Background: an optimization exercise with open tools, aiming at small area, a short achievable clock period and few clock cycles per item. Do not read the settings as production practice.
Where RTL was checked, it was by simulation tests only, not by an equivalence proof against the original.

## juniper
// fpa_alu
module fpa_alu (
	input  logic        clk,
	input  logic        arst_n,
	input  logic        req_valid,
	output logic        req_stall,
	input  logic [3:0]  req_cmd,
	input  logic [31:0] req_a,
	input  logic [31:0] req_b,
	output logic        rsp_valid,
	input  logic        rsp_stall,
	output logic [31:0] rsp_value,
	output logic        rsp_dz
);
Settings: LEC_CHECK=0, ABC_CLOCK_PERIOD_IN_PS=3000, CAP_MARGIN=20, CORE_MARGIN=2, CORE_UTILIZATION=40, SLEW_MARGIN=20; clock period 10.0 ns.
run.sh (not shown) runs the stock make flow with config.mk's settings and CLKGATE_MAP_FILE= SYNTH_SCRIPT=/design/flow/synth_recipe.tcl, a recipe that flattens the netlist after the stock synthesis.
Relative to juniper, the following input files were edited for indigo:
Settings: SETUP_SLACK_MARGIN: unset -> 5.
Notes after the runs:
On detailed-route wire length per cell: indigo sits above juniper.
As far as total standard cell area after synthesis goes, juniper and indigo are indistinguishable; the numbers are identical.
Looking at source of the critical timing path, the i_a[31]$_DFFE_PN_ result is from juniper; the x_n[45]$_DFFE_PP_ one comes from indigo.
Run comparison: juniper highest routed metal layer met4; indigo highest routed metal layer met5
Global-route wire length before repair is higher on indigo
Via count: indigo > juniper
Function was not checked in any run of this note: the RTL went through the layout flow alone.

========
Another version of the RTL of fpa_alu (not shown whole).
Size: about 4900 cells after synthesis, ~450 flip-flops, about 110 I/O pins, ~0.044 mm² of cells after synthesis.
clock: 10.0 ns
lec_check: 0
abc_clock_period_in_ps: 3000
cap_margin: 20
core_margin: 2
core_utilization: 40
setup_slack_margin: 5
slew_margin: 20
standard.sh (not shown) runs the stock make flow with config.mk's settings and CLKGATE_MAP_FILE= SYNTH_SCRIPT=/design/flow/synth_recipe.tcl, a recipe that flattens the netlist after the stock synthesis.
==> flow/flow/run.sh <==
#!/bin/bash
set -euo pipefail
MARGIN=6.3
sed "s/SETUP_SLACK_MARGIN=[0-9.]*/SETUP_SLACK_MARGIN=$MARGIN/" standard.sh > standard_margin.sh
bash standard_margin.sh > standard.log 2>&1
The first run went through all stages and came out clean.
Testbench counts at the start, summed over its fixed seeds: cycles 19,196, items 7,200.
==> next run, changes <==
==> flow/flow/run.sh (replaced) <==
#!/bin/bash
set -euo pipefail
MARGIN=6.0
sed "s/SETUP_SLACK_MARGIN=[0-9.]*/SETUP_SLACK_MARGIN=$MARGIN/" standard.sh > standard_margin.sh
bash standard_margin.sh > standard.log 2>&1
Result: Core utilization falls by 2.6 points; cell area drops by 5.4%.

========
run 1:
fpa_alu, a different RTL version from the one above (not shown whole).
For scale: roughly 490 flip-flops.
Settings: LEC_CHECK=0, ABC_CLOCK_PERIOD_IN_PS=3000, CAP_MARGIN=20, CORE_MARGIN=2, CORE_UTILIZATION=40, SETUP_SLACK_MARGIN=5, SLEW_MARGIN=20, TNS_END_PERCENT=0; clock period 10.0 ns.
==> flow/flow/run.sh <==
#!/bin/bash
set -euo pipefail
MARGIN=6.6
sed "s/SETUP_SLACK_MARGIN=[0-9.]*/SETUP_SLACK_MARGIN=$MARGIN/" standard.sh > standard_margin.sh
bash standard_margin.sh > standard.log 2>&1
Every stage of the flow completed for run 1, and the final layout passed the timing, design-rule and antenna checks.
Testbench counts of run 1, summed over its fixed seeds: cycles 18,544, items 7,200.
Relative to run 1, the following input files were edited for run 2:
==> flow/flow/run.sh <==
#!/bin/bash
set -euo pipefail
MARGIN=6.3
sed "s/SETUP_SLACK_MARGIN=[0-9.]*/SETUP_SLACK_MARGIN=$MARGIN/" standard.sh > standard_margin.sh
bash standard_margin.sh > standard.log 2>&1
Results
- Any difference in initial cell density of the core between run 2 and run 1 is small enough to ignore.
- Run 1 → run 2: worst hold slack held; least setup slack across all paths after layout barely changed; number of post-CTS setup repair buffers flat.
- Re utilization: no difference whatsoever between run 1 and run 2.
- From run 1 to run 2 the numbers moved as follows: final worst-path cycle share closely matched the old numbers, sequential-to-total area share from yosys stat closely matched the old numbers, met2 wire length closely matched the old numbers.
Input changes introduced in run 3 (baseline for comparison: run 2):
==> flow/flow/run.sh <==
#!/bin/bash
set -euo pipefail
MARGIN=6.0
sed "s/SETUP_SLACK_MARGIN=[0-9.]*/SETUP_SLACK_MARGIN=$MARGIN/" standard.sh > standard_margin.sh
bash standard_margin.sh > standard.log 2>&1
Results
Changes observed in run 3 relative to run 2: number of antenna repair diodes dropped 1.
On design area, run 2 loses to run 3.
Run 3 against run 2: via density per instance level.
--- input diff run 3..run 4 ---
- CORE_UTILIZATION now 30, was 40
## What came out
Taking run 3 as the reference, in run 4 CTS clock-pin slew for the worst setup and hold paths ~0 delta, pin count of the biggest net entering global routing increased by about 20% relative to the old numbers, post-layout worst setup margin went down 59 ps, register-to-register slack shrank by 60 ps, portion of the layout cell area used by clock cells went down 0.16 points. Run 4 against run 3: layout overhead on the synthesized area moved up; critical path depth went up by 5; sequential share of layout area dropped 0.19 points. Run 4 | stages: all done | timing, DRC, antenna: all pass. The final layout from run 3, which completed every stage, passed the timing, design-rule and antenna checks at the end of the flow. The global-route total usage across every layer of run 4 is lower than that of run 3.

separate check: timing with driven ports:
The flow's constraints put no driver on any port. The routed layouts listed below were extracted and timed again, unchanged, in two steps.
Step 1 (the two cells are an assumption about what drives the block):
set clk [get_ports {clk}]
set_driving_cell -lib_cell sky130_fd_sc_hd__clkbuf_16 $clk
set_driving_cell -lib_cell sky130_fd_sc_hd__buf_2 [delete_from_list [all_inputs] $clk]
Step 2 moves the port delays by t, midway between the first and last clock arrival at a register: inputs arrive t later, outputs are due t later. That takes back most of the time a late clock gives input paths.
Slacks: ideal ports / drivers / drivers and shift; pairs: ideal ports / drivers.
| run | shift t [ns] | setup WS [ns] | latest minus earliest clock arrival (ns) |
|---|---|---|---|
| juniper | 0.623 | 3.676 / 3.676 / 3.676 | 0.033 / 0.034 |
| indigo | 0.639 | 4.872 / 4.872 / 4.872 | 0.041 / 0.041 |
| the first run of note 2 | 0.738 | 6.161 / 6.161 / 5.849 | 0.031 / 0.031 |
| the second run of note 2 | 0.740 | 5.981 / 5.981 / 5.583 | 0.056 / 0.056 |
| run 1 | 0.740 | 5.943 / 5.943 / 5.722 | 0.029 / 0.029 |
| run 2 | 0.740 | 5.943 / 5.943 / 5.722 | 0.029 / 0.029 |
| run 3 | 0.737 | 5.851 / 5.851 / 5.693 | 0.053 / 0.052 |
| run 4 | 0.715 | 5.792 / 5.792 / 5.688 | 0.030 / 0.030 |
After both steps setup and hold are still met in every run listed. For the second run of note 2, which loses most, drivers alone change the setup slack by 0.000 ns; drivers and shift together by -0.398 ns.
